Context: an optimization exercise on an open-source flow, tuned for small area, a short achievable clock period and few clock cycles. The choices shown serve that exercise and are no tape-out recipe.
Function was checked by simulation only, so behaviour that the tests miss may differ from the original. No driver is modelled on the clock port, so clocking that relies on it looks cheaper here than on a real chip.

## flow/design.v (module list and top-level ports; edited modules follow where they fit)
// module conv_mac: 1955 lines
// module conv_fa: 7 lines
// module conv_top: 106 lines
module conv_top #(
  parameter int IMG_BITS = 6
) (
  input  logic                  clk,
  input  logic                  reset,
  input  logic                  ready,
  input  logic signed [19:0]    idata,
  output logic                  busy,
  output logic [2*IMG_BITS-1:0] iaddr,
  output logic                  cwr,
  output logic [2*IMG_BITS-1:0] caddr_wr,
  output logic signed [19:0]    cdata_wr
);
  // ...
==> flow/flow/run.sh <==
#!/bin/bash
# The standard layout, with post-cts and post-route timing repair aiming
# for setup slack well above what the 13.5 ns clock needs, so that the
# resizer also shortens paths the clock alone would leave slow; and a clock
# tree of smaller buffers without dummy balancing loads.
set -euo pipefail
bash standard.sh SETUP_SLACK_MARGIN=9.6 \
  'CTS_ARGS=-sink_clustering_enable -repair_clock_nets -dont_use_dummy_load -buf_list {sky130_fd_sc_hd__clkbuf_16}' \
  finish > standard_make.log 2>&1
==> flow/standard.sh <==
#!/bin/bash
# synth_recipe.tcl (not shown) runs the flow's synth.tcl, then flattens the netlist and writes it again
# the make line also repeats each setting of config.mk as NAME=value (left out here)
make -C /OpenROAD-flow-scripts/flow DESIGN_CONFIG=/design/flow/config.mk WORK_HOME=/design/flow/orfs CLKGATE_MAP_FILE= SYNTH_SCRIPT=/design/flow/synth_recipe.tcl "${@:-finish}"
==> flow/config.mk <==
export PLATFORM = sky130hd
export DESIGN_NAME = conv_top
export DESIGN_NICKNAME = conv_top
export VERILOG_FILES = /design/flow/design.v
export SDC_FILE = /design/flow/constraint.sdc
export NUM_CORES = 4
export LEC_CHECK = 0
export CAP_MARGIN = 20
export CORE_MARGIN = 2
export CORE_UTILIZATION = 40
export SLEW_MARGIN = 20
export SYNTH_HIERARCHICAL = 1
export SYNTH_MINIMUM_KEEP_SIZE = 0
==> flow/constraint.sdc <==
create_clock -name core_clock -period 13.5 [get_ports {clk}]
set_input_delay 2.7000 -clock core_clock [delete_from_list [all_inputs] [get_ports {clk}]]
set_output_delay 2.7000 -clock core_clock [all_outputs]
set_load 0.01 [all_outputs]
==> run_results.csv, run 1 <==
group,metric,value,unit
clocking,cts_buffers,77,
critical_path,critPathMaxStageDelay,0.42,ns
clocking,cts_tree,"done",
placed_design,place_area,39000,um^2
clocking,htreeDepth,3,
logic_synthesis,yosys-mux-area-fraction,0.00208,
finish,largest_class,"multi-input gates",
critical_path,crit_path_start,"cwr",
hold_path,hold_path_depth,0,
finish,top_regs,"sr: 460 flops, u_mac.pa0: 22 flops, u_mac.pa2: 22 flops",
timing,drv_slew,0,
route,first_pass_iters,7,
timing,holdWs,0.276,ns
finish,layout_common_cells,"fa_1 (792), dfxtp_1 (532), inv_1 (252)",
finish,largest_reg_flops,460,
timing,finalSetupTns,0,ns
critical_path,endpoint,"cwr",
clocking,clock_latency,0.65,ns
finish,nClkBuffers,77,
logic_synthesis,yosys.area.top_type_share,0.433,
finish,antennaDiodeCount,1,
critical_path,ff2ff_setup_slack,9.60,ns
logic_synthesis,syn_area,36700,um^2
hold_path,hp-start,"sr[15][3]",
route,drt_iter0_markers,1436,
status,status,"complete, no violations",
floorplan,coreArea,91200,um^2
logic_synthesis,yosysWarnings,9,
timing,hold_viol_final,0,
global_routing,track_usage,0.245,
critical_path,path_buf_inv,1,
floorplan,n_tap_cell,1186,
logic_synthesis,synthTopCellsByCount,"fa_1 (795), dfxtp_1 (668), inv_1 (252), ha_1 (130), nor2_1 (70)",
timing,period_minus_slack,3.97,ns
Testbench counts, summed over its fixed seeds: cycles 41,712.
==> run 2, diff against run 1 <==
--- a/flow/flow/run.sh
+++ b/flow/flow/run.sh
@@ -7,3 +7,3 @@
 bash standard.sh SETUP_SLACK_MARGIN=9.6 \
-  'CTS_ARGS=-sink_clustering_enable -repair_clock_nets -dont_use_dummy_load -buf_list {sky130_fd_sc_hd__clkbuf_16}' \
+  'CTS_ARGS=-sink_clustering_enable -repair_clock_nets -dont_use_dummy_load -buf_list {sky130_fd_sc_hd__clkbuf_8 sky130_fd_sc_hd__clkbuf_16} -sink_clustering_size 30 -sink_clustering_max_diameter 150' \
   finish > standard_make.log 2>&1
==> run 2 against run 1 <==
Net effect: utilization decreased by 0.87 points; first-iteration DRC count increased by 16%; still clean; fmax increased by 1.1%.
==> run_results.csv, run 2 <==
group,metric,value,unit
global_routing,grt_max_degree,36,
finish,largest_reg_flops,460,
clocking,cts_tree,"done",
global_routing,grt_pass1_wl,157000,um
logic_synthesis,ys_seq_elements,703,
critical_path,path_buf_inv,1,
critical_path,cp-end-kind,"output port",
critical_path,worstSetupStartpointType,"flop",
timing,hold_viol_final,0,
critical_path,ff2ff_setup_slack,9.65,ns
logic_synthesis,syn_inst,2512,
critical_path,critPathTopFamily,"flip-flops",
clocking,clock_latency,0.65,ns
global_routing,track_usage,0.241,
critical_path,reg2reg_from,"sr[12][7]",
timing,period_minus_slack,3.93,ns
logic_synthesis,synth_cell_type_count,88,
global_routing,grt_pass1_vias,21900,
route,drc_errors,0,
hold_path,hp-start,"sr[17][15]",
logic_synthesis,synth.avg_cell_area,14.6,um^2
critical_path,slowest_stage,"dfrtp_2",
logic_synthesis,synth-seq-area-share,0.388,
finish,top_register,"sr",
clocking,root_buffer,"clkbuf_16",
timing,rsz0062_at_grt,"true",
critical_path,worstPathRequired,10.80,ns
critical_path,critPathMaxFanout,2,
critical_path,path_class,"flop to output port",
timing,clock_skew,0.0834,ns
job,cap_violations,0,
route,drt_iter0_markers,1659,
logic_synthesis,syn-num-nets,3460,
floorplan,die_area,94200,um^2
timing,relSlewSlack,0.443,
finish,final_nets,3643,
floorplan,die_w,307,um
placed_design,place_area,39000,um^2
timing,worstMarginPinSlew,0.834,ns
timing,drv_slew,0,
placed_design,io_buffers,67,
floorplan,start_util,0.402,
timing,setup-violations-final,0,
logic_synthesis,synth_top_cell_by_area,"fa_1",
floorplan,std_cell_rows,111,
route,post_drt_wl_per_cell,28.8,um
finish,fin_cells,3881,
route,ant_nets,0,
placed_design,place_congestion,1.05,
route,vias_per_cell,5.08,
global_routing,antenna_found_initial,3,
placed_design,place_hpwl,88800,um
finish,mostFrequentLayoutCell,"fa_1",
clocking,cts_buffers,28,
finish,fin_area,40900,um^2
status,status,"complete, no violations",
clocking,htreeDepth,1,
logic_synthesis,synthTopCellsByArea,"fa_1 (43%), dfxtp_1 (36%), ha_1 (4.4%)",
placed_design,place_inst,3769,
critical_path,path_cells,"clkbuf_2",
hold_path,hold_path_class,"flop to flop",
floorplan,die_h,307,um
critical_path,critPathMaxStageDelay,0.45,ns
timing,min_period_over_period,0.291,
logic_synthesis,ys.flop_type,"dfxtp_1",
logic_synthesis,synth_enable_flop_cells,0,
critical_path,rr_worst_depth,6,
timing,finalSetupTns,0,ns
clocking,cts.sink_count,703,
logic_synthesis,synth.most_common_cell,"fa_1",
critical_path,worst-endpoint-arrival,1.23,ns
finish,layout-drive-gt1-share,0.146,
route,first_pass_iters,5,
hold_path,hold_path_depth,0,
route,num_vias,19700,
route,finalWirelength,112000,um
clocking,clk_pin_slew,0.11,ns
logic_synthesis,syn_area,36700,um^2
logic_synthesis,async_flop_share,0.0498,
logic_synthesis,synthTopCellsByCount,"fa_1 (795), dfxtp_1 (668), inv_1 (252), ha_1 (130), nor2_1 (70)",
floorplan,io_pins,69,
critical_path,rr_endpoint,"u_mac.q23_1",
finish,layout_common_cells,"fa_1 (791), dfxtp_1 (523), inv_1 (252)",
finish,syn_to_final_growth,11.4,%
hold_path,hold_path_end,"sr[18][15]",
floorplan,coreArea,91200,um^2
logic_synthesis,yosysWarnings,9,
timing,max_freq,255,MHz
finish,top_regs,"sr: 460 flops, u_mac.pa0: 22 flops, u_mac.pa2: 22 flops",
clocking,clk_path_buf_depth,3,
global_routing,grt.overflow.total,0,
logic_synthesis,yosys.area.top_type_share,0.433,
[run 2: stage by stage]
stage	hold slack, ns	utilization	setup WS (ns)
4_1_cts	0.301	0.442	9.37
6_report	0.298	0.448	9.57
3_5_place_dp	0.312	0.427	9.02
3_3_place_gp	0.310	0.427	9.02
5_1_grt	0.312	0.448	9.52
2_1_floorplan	0.310	-	9.80
[run 2: metal layers]
metal / global-route usage / wire, um / up-vias
met5: 0 / 0 / -
met1: 0.329 / 47700 / 10600
li1: - / - / 8287
met2: 0.395 / 53000 / 661
met3: 0.0366 / 6710 / 172
met4: 0.0791 / 4380 / 0
[run 2: what timing repair did]
action	CTS	global route
buffers inserted	30	52
hold buffers	0	0
setup endpoints to repair	137	73
resized for setup	395	77
pin swaps	3	12
[run 2: per-module statistics from Yosys, one instance, submodules excluded]
module	times used	flops+latches
conv_mac	1	208
conv_fa	792	0
conv_top	1	495
[run 2: cell families (layout without fill, tap and decap cells)]
family,after synthesis,in the layout,synth area share
fa+ha+maj,926,926,0.478
flops,703,703,0.388
simple gates,296,296,0.0423
buf+inv,278,459,0.0295
compound gates,229,229,0.0426
xor+xnor,72,72,0.0172
mux,7,7,0.00208
other cells,1,3,0.000102
[run 2: layout make-up]
cell class | count | area [um^2]
diodes | 2 | 5.00
inverters | 252 | 946
clock buffers | 28 | 701
repair buffers | 179 | 1590
multi-input cells | 1531 | 21500
flip-flops and latches | 703 | 14700
fillers | 8047 | 50300
well taps | 1186 | 1480
[run 2: worst max path at each step]
stage,start,end,slack (ns),depth (start not counted)
2_1_floorplan,sr[1][1],u_mac.q13_0,9.80,6
3_3_place_gp,sr[1][11],u_mac.q23_0,9.02,6
3_5_place_dp,sr[1][11],u_mac.q23_0,9.02,6
4_1_cts,cwr,cwr,9.37,1
5_1_grt,caddr_wr[9],caddr_wr[9],9.52,1
6_report,cwr,cwr,9.57,1
==> run 3, diff against run 2 <==
--- a/flow/flow/run.sh
+++ b/flow/flow/run.sh
@@ -7,3 +7,3 @@
 bash standard.sh SETUP_SLACK_MARGIN=9.6 \
-  'CTS_ARGS=-sink_clustering_enable -repair_clock_nets -dont_use_dummy_load -buf_list {sky130_fd_sc_hd__clkbuf_8 sky130_fd_sc_hd__clkbuf_16} -sink_clustering_size 30 -sink_clustering_max_diameter 150' \
+  'CTS_ARGS=-sink_clustering_enable -repair_clock_nets -dont_use_dummy_load -buf_list {sky130_fd_sc_hd__clkbuf_8 sky130_fd_sc_hd__clkbuf_16} -sink_clustering_size 20 -sink_clustering_max_diameter 100' \
   finish > standard_make.log 2>&1
--- a/flow/config.mk
+++ b/flow/config.mk
@@ -9,3 +9,3 @@
 export CORE_MARGIN = 2
-export CORE_UTILIZATION = 40
+export CORE_UTILIZATION = 50
 export SLEW_MARGIN = 20
==> run 3 against run 2 <==
Net effect: critical path depth unchanged; worst setup slack worse by 0.054 ns; sequential share of layout area about the same; sequential cell count unchanged; largest cell class unchanged; die area is 20% lower; critical endpoint unchanged; synthesized area stayed put; utilization up 11 points; final area is essentially flat; clock-buffer cell count increased by 16; non-clock buffer count fell by 12; global-route usage increased by 7.0 points.
==> run_results.csv, run 3 <==
group,metric,value,unit
clocking,clk_pin_slew,0.09,ns
logic_synthesis,synthTopCellsByCount,"fa_1 (795), dfxtp_1 (668), inv_1 (252), ha_1 (130), nor2_1 (70)",
clocking,clock_latency,0.62,ns
logic_synthesis,ys_seq_elements,703,
finish,mostFrequentLayoutCell,"fa_1",
critical_path,critPathTopFamily,"flip-flops",
global_routing,antenna_found_initial,10,
route,num_vias,20000,
timing,min_period_over_period,0.295,
route,post_drt_wl_per_cell,31.1,um
critical_path,path_buf_inv,1,
logic_synthesis,syn_inst,2512,
logic_synthesis,synth_simple_gate_area_frac,0.0423,
clocking,cts_tree,"done",
route,drc_errors,0,
route,vias_per_cell,5.47,
critical_path,critPathMaxFanout,2,
critical_path,worstPathRequired,10.80,ns
timing,period_minus_slack,3.98,ns
route,drt_iter0_markers,1742,
clocking,htreeDepth,2,
finish,fin_area,40900,um^2
global_routing,grt.overflow.total,0,
logic_synthesis,synth_enable_flop_cells,0,
timing,worstMarginPinSlew,0.983,ns
critical_path,path_class,"flop to output port",
hold_path,hold_path_depth,0,
logic_synthesis,synth.avg_cell_area,14.6,um^2
critical_path,worstSetupStartpointType,"flop",
finish,largest_reg_flops,460,
logic_synthesis,synth_top_cell_by_area,"fa_1",
logic_synthesis,async_flop_share,0.0498,
status,status,"complete, no violations",
placed_design,place_hpwl,89000,um
global_routing,grt_pass1_vias,21800,
logic_synthesis,yosys.area.top_type_share,0.433,
logic_synthesis,synthAdderAreaFrac,0.478,
timing,max_freq,251,MHz
clocking,clk_path_buf_depth,3,
logic_synthesis,yosys-mux-area-fraction,0.00208,
finish,top_register,"sr",
logic_synthesis,synth_top_family_by_area,"adder cells",
floorplan,coreArea,72800,um^2
floorplan,start_util,0.504,
global_routing,grt_max_degree,36,
timing,relSlewSlack,0.342,
critical_path,critPathMaxStageDelay,0.42,ns
finish,top_regs,"sr: 460 flops, u_mac.pa0: 22 flops, u_mac.pa2: 22 flops",
floorplan,die_w,275,um
placed_design,io_buffers,67,
critical_path,rr_worst_depth,7,
critical_path,cp-end-kind,"output port",
placed_design,place_area,38700,um^2
hold_path,hold_path_class,"flop to flop",
floorplan,die_area,75600,um^2
floorplan,io_pins,69,
critical_path,slowest_stage,"dfrtp_2",
logic_synthesis,syn_area,36700,um^2
floorplan,die_h,275,um
clocking,hold_buffers,0,
timing,drv_slew,0,
timing,finalSetupTns,0,ns
floorplan,std_cell_rows,99,
logic_synthesis,synth-seq-area-share,0.388,
finish,syn_to_final_growth,11.4,%
route,ant_nets,0,
logic_synthesis,synth_compound_area_frac,0.0426,
logic_synthesis,ys.flop_type,"dfxtp_1",
logic_synthesis,synth_cell_type_count,88,
critical_path,worst-endpoint-arrival,1.28,ns
finish,layout_common_cells,"fa_1 (789), dfxtp_1 (524), inv_1 (252)",
logic_synthesis,yosysWarnings,9,
clocking,root_buffer,"clkbuf_16",
timing,rsz0062_at_grt,"true",
finish,layout-drive-gt1-share,0.142,
finish,final_nets,3649,
logic_synthesis,synth.most_common_cell,"fa_1",
clocking,cts_buffers,44,
job,cap_violations,0,
route,finalWirelength,114000,um
finish,final_util,0.562,
route,first_pass_iters,5,
timing,setup-violations-final,0,
timing,clock_skew,0.0728,ns
logic_synthesis,synthTopCellsByArea,"fa_1 (43%), dfxtp_1 (36%), ha_1 (4.4%)",
timing,holdWs,0.301,ns
clocking,cts.sink_count,703,
critical_path,path_cells,"clkdlybuf4s15_1",
global_routing,track_usage,0.311,
placed_design,place_congestion,1.04,
global_routing,grt_pass1_wl,159000,um
timing,hold_viol_final,0,
logic_synthesis,syn-num-nets,3460,
logic_synthesis,synth_xor_xnor_area_share,0.0172,
critical_path,crit_cells,1,
## run 3: what timing repair did
action	in CTS	in global routing
pin swaps	5	15
gates resized for setup	358	89
gates cloned	0	2
buffers inserted	35	38
endpoints found under the setup margin	120	68
## run 3: worst paths after layout
kind / startpoint / end / slack, ns
min in group asynchronous: reset / rx[4] / 2.48
max reg2reg: sr[1][8] / u_mac.q23_0 / 9.63
max: cwr / cwr / 9.52
max in group asynchronous: reset / arow[1] / 10.66
min reg2reg: sr[14][15] / sr[15][15] / 0.30
min: sr[14][15] / sr[15][15] / 0.30
## run 3: Yosys stat by module, one instance, submodules excluded
module | times used | flip-flops and latches | cells inside | area [um^2]
conv_fa | 792 | 0 | 1 | 20.0
conv_top | 1 | 495 | 699 | 11400
conv_mac | 1 | 208 | 1021 | 9460
## run 3: cell families after synthesis
family	count (synthesis)
adder cells (fa/ha/maj)	926
AO/OA/AOI/OAI	229
flip-flops	703
buffers and inverters	278
other	1
multiplexers	7
AND/OR/NAND/NOR	296
XOR/XNOR	72
## run 3: stage by stage
step / setup slack, ns / cells
2_1_floorplan: 9.80 / 2512
3_3_place_gp: 8.99 / 3539
3_5_place_dp: 9.03 / 3539
4_1_cts: 9.44 / 3618
5_1_grt: 9.48 / 3658
6_report: 9.52 / 3662
## run 3: final cells by class
cell class | instances | area, um^2
timing repair buffer | 167 | 1520
inverter | 252 | 946
tap | 959 | 1200
antenna | 4 | 10.0
sequential | 703 | 14700
multi-input combinational | 1533 | 21500
fill | 5930 | 31900
clock buffer | 44 | 1100
## run 3: per-layer routing
metal  track usage  wire length, um  vias to the layer above
met2         0.466            50300                      783
met3        0.0880            10100                      180
li1              -                -                     8312
met5             0               23                        -
met4         0.103             4420                        4
met1         0.440            49200                    10800
==> run 4, diff against run 3 <==
--- a/flow/config.mk
+++ b/flow/config.mk
@@ -9,3 +9,3 @@
 export CORE_MARGIN = 2
-export CORE_UTILIZATION = 50
+export CORE_UTILIZATION = 40
 export SLEW_MARGIN = 20
==> run 4 against run 3 <==
Net effect: routed wire length decreased by 1.5%; critical endpoint is now caddr_wr[9]; clock-buffer cell count is 1 higher; still clean; worst hold slack improved by 0.0013 ns; final area increased by 1.1%; global-route usage down 6.8 points; first-iteration DRC count shrank 13%.
==> run_results.csv, run 4 <==
group,metric,value,unit
timing,hold_viol_final,0,
logic_synthesis,synth.avg_cell_area,14.6,um^2
logic_synthesis,synth-seq-area-share,0.388,
timing,clock_skew,0.0685,ns
logic_synthesis,synthTopCellsByCount,"fa_1 (795), dfxtp_1 (668), inv_1 (252), ha_1 (130), nor2_1 (70)",
route,num_vias,20100,
critical_path,worstPathRequired,10.80,ns
route,post_drt_wl_per_cell,28.8,um
global_routing,grt.overflow.total,0,
finish,top_register,"sr",
placed_design,place_congestion,1.05,
timing,min_period_over_period,0.288,
logic_synthesis,syn_area,36700,um^2
clocking,cts.sink_count,703,
global_routing,grt_max_degree,36,
route,first_pass_iters,5,
critical_path,rr_worst_depth,6,
logic_synthesis,synth_top_cell_by_area,"fa_1",
finish,largest_reg_flops,460,
critical_path,worstSetupStartpointType,"flop",
logic_synthesis,async_flop_share,0.0498,
route,finalWirelength,112000,um
timing,relSlewSlack,0.455,
floorplan,die_area,94200,um^2
global_routing,grt_pass1_wl,158000,um
clocking,htreeDepth,2,
timing,drv_slew,0,
route,drt_iter0_markers,1515,
critical_path,critPathMaxStageDelay,0.44,ns
critical_path,reg2reg_from,"sr[12][16]",
floorplan,die_h,307,um
finish,layout-drive-gt1-share,0.145,
logic_synthesis,ys_seq_elements,703,
logic_synthesis,synth_cell_type_count,88,
hold_path,hold_path_depth,0,
hold_path,hold_path_end,"sr[14][2]",
job,cap_violations,0,
critical_path,crit_cells,1,
critical_path,cp-end-kind,"output port",
global_routing,antenna_found_initial,4,
logic_synthesis,ys.flop_type,"dfxtp_1",
placed_design,io_buffers,67,
timing,finalSetupTns,0,ns
timing,period_minus_slack,3.89,ns
global_routing,grt_pass1_vias,22000,
finish,mostFrequentLayoutCell,"fa_1",
clocking,root_buffer,"clkbuf_16",
logic_synthesis,syn-num-nets,3460,
finish,fin_area,41400,um^2
floorplan,start_util,0.402,
logic_synthesis,syn_inst,2512,
clocking,cts_buffers,45,
timing,max_freq,257,MHz
finish,nFillCells,7997,
floorplan,io_pins,69,
route,vias_per_cell,5.16,
clocking,cts_tree,"done",
clocking,clk_path_buf_depth,3,
critical_path,slowest_stage,"dfrtp_2",
logic_synthesis,synthTopCellsByArea,"fa_1 (43%), dfxtp_1 (36%), ha_1 (4.4%)",
status,status,"complete, no violations",
timing,worstMarginPinSlew,0.816,ns
route,drc_errors,0,
timing,holdWs,0.303,ns
logic_synthesis,yosysWarnings,9,
clocking,clk_pin_slew,0.08,ns
route,ant_nets,0,
critical_path,worst-endpoint-arrival,1.19,ns
timing,rsz0062_at_grt,"true",
critical_path,path_cells,"buf_6",
logic_synthesis,synth.most_common_cell,"fa_1",
hold_path,hp-start,"sr[13][2]",
placed_design,place_area,39000,um^2
floorplan,coreArea,91200,um^2
critical_path,path_class,"flop to output port",
finish,final_nets,3655,
hold_path,hold_path_class,"flop to flop",
critical_path,ff2ff_setup_slack,9.66,ns
critical_path,rr_endpoint,"u_mac.q21_0",
placed_design,place_hpwl,88800,um
logic_synthesis,yosys.area.top_type_share,0.433,
finish,top_regs,"sr: 460 flops, u_mac.pa0: 22 flops, u_mac.pa2: 22 flops",
floorplan,die_w,307,um
critical_path,critPathTopFamily,"flip-flops",
timing,setup-violations-final,0,
critical_path,path_buf_inv,1,
floorplan,std_cell_rows,111,
logic_synthesis,synth_enable_flop_cells,0,
clocking,clock_latency,0.62,ns
critical_path,critPathMaxFanout,3,
finish,syn_to_final_growth,12.6,%
finish,layout_common_cells,"fa_1 (786), dfxtp_1 (525), inv_1 (252)",
global_routing,track_usage,0.243,
==> run 4: changes by cell type in the layout (fill, tap and decap cells not counted), moves of 2 or more <==
cell	previous run	this run
clkdlybuf4s15_1	9	5
buf_4	75	79
dfxtp_4	92	90
nand3_2	2	0
clkdlybuf4s15_2	3	1
dlygate4sd2_1	3	10
buf_12	7	15
buf_6	26	22
fa_1	789	786
fa_2	6	9
a211oi_2	5	3
==> run 4: metrics by stage <==
stage	utilization	setup WS [ns]	std cells
finish	0.453	9.61	3894
global route	0.453	9.56	3891
CTS	0.446	9.41	3847
detailed placement	0.427	9.02	3769
global placement	0.427	9.02	3769
floorplan	-	9.80	2512
==> run 4: worst max-delay path by stage <==
stage | from | end | slack [ns]
after floorplan | sr[1][1] | u_mac.q13_0 | 9.80
after global placement | sr[1][11] | u_mac.q23_0 | 9.02
after detailed placement | sr[1][11] | u_mac.q23_0 | 9.02
after CTS | cwr | cwr | 9.41
after global routing | caddr_wr[9] | caddr_wr[9] | 9.56
final | caddr_wr[9] | caddr_wr[9] | 9.61
==> run 4: cell type report <==
cell class | instances | area (um^2) | area share
multi-input combinational | 1531 | 21500 | 0.519
clock buffer | 45 | 1130 | 0.0272
tap | 1186 | 1480 | 0.0359
timing repair buffer | 174 | 1640 | 0.0397
antenna | 3 | 7.51 | 0.000182
inverter | 252 | 946 | 0.0229
sequential | 703 | 14700 | 0.355
==> run 4: logic make-up (layout without fill, tap and decap cells) <==
kind of cell	count (synthesis)	after routing	share of synthesized area
adder cells (fa/ha/maj)	926	926	0.478
buffers and inverters	278	471	0.0295
flip-flops	703	703	0.388
AND/OR/NAND/NOR	296	296	0.0423
XOR/XNOR	72	72	0.0172
other	1	4	0.000102
AO/OA/AOI/OAI	229	229	0.0426
multiplexers	7	7	0.00208
==> run 4: Yosys stat by module (local to each module, per instance) <==
module / cell area, um^2 / flops+latches / times used
conv_fa: 20.0 / 0 / 792
conv_mac: 9460 / 208 / 1
conv_top: 11400 / 495 / 1
==> run 4: timing repair <==
item                       CTS  global route
setup buffers               33            44
pin swaps                    2            12
hold buffers                 0             0
setup endpoints to repair  137            76
gates resized for setup    346            85
==> run 4: per-layer routing <==
| metal | GRT usage | part of all wire | up-vias |
|---|---|---|---|
| li1 | - | - | 8306 |
| met1 | 0.331 | 0.42 | 10900 |
| met2 | 0.396 | 0.47 | 726 |
| met3 | 0.0379 | 0.063 | 183 |
| met4 | 0.0890 | 0.042 | 0 |
| met5 | 0 | 0 | - |

separate check: timing with driven ports:
In the flow no input, the clock included, has a driving cell. The finished layouts below were timed again as built, in two steps. Step 1 sets driving cells, clkbuf_16 on the clock port and buf_2 on the other inputs (assumed; they add their load-dependent delay and slew). Step 2 moves the port delays by t, midway between the first and last clock arrival at a register: inputs arrive t later, outputs are due t later. That takes back most of the time a late clock gives input paths. Slacks: ideal / step 1 / step 2; pairs: ideal / step 1.
run	shift t [ns]	setup slack, ns	hold WS [ns]	worst setup path after step 2	worst register clock-pin slew, ns
run 1	0.678	9.533 / 9.461 / 9.603	0.276 / 0.276 / 0.276	register to register	0.06 / 0.06
run 2	0.672	9.575 / 9.508 / 9.653	0.298 / 0.298 / 0.298	register to register	0.12 / 0.12
run 3	0.653	9.521 / 9.454 / 9.631	0.301 / 0.301 / 0.301	register to register	0.09 / 0.09
run 4	0.653	9.612 / 9.547 / 9.657	0.303 / 0.303 / 0.303	register to register	0.09 / 0.09
After both steps every run listed still meets setup and hold.
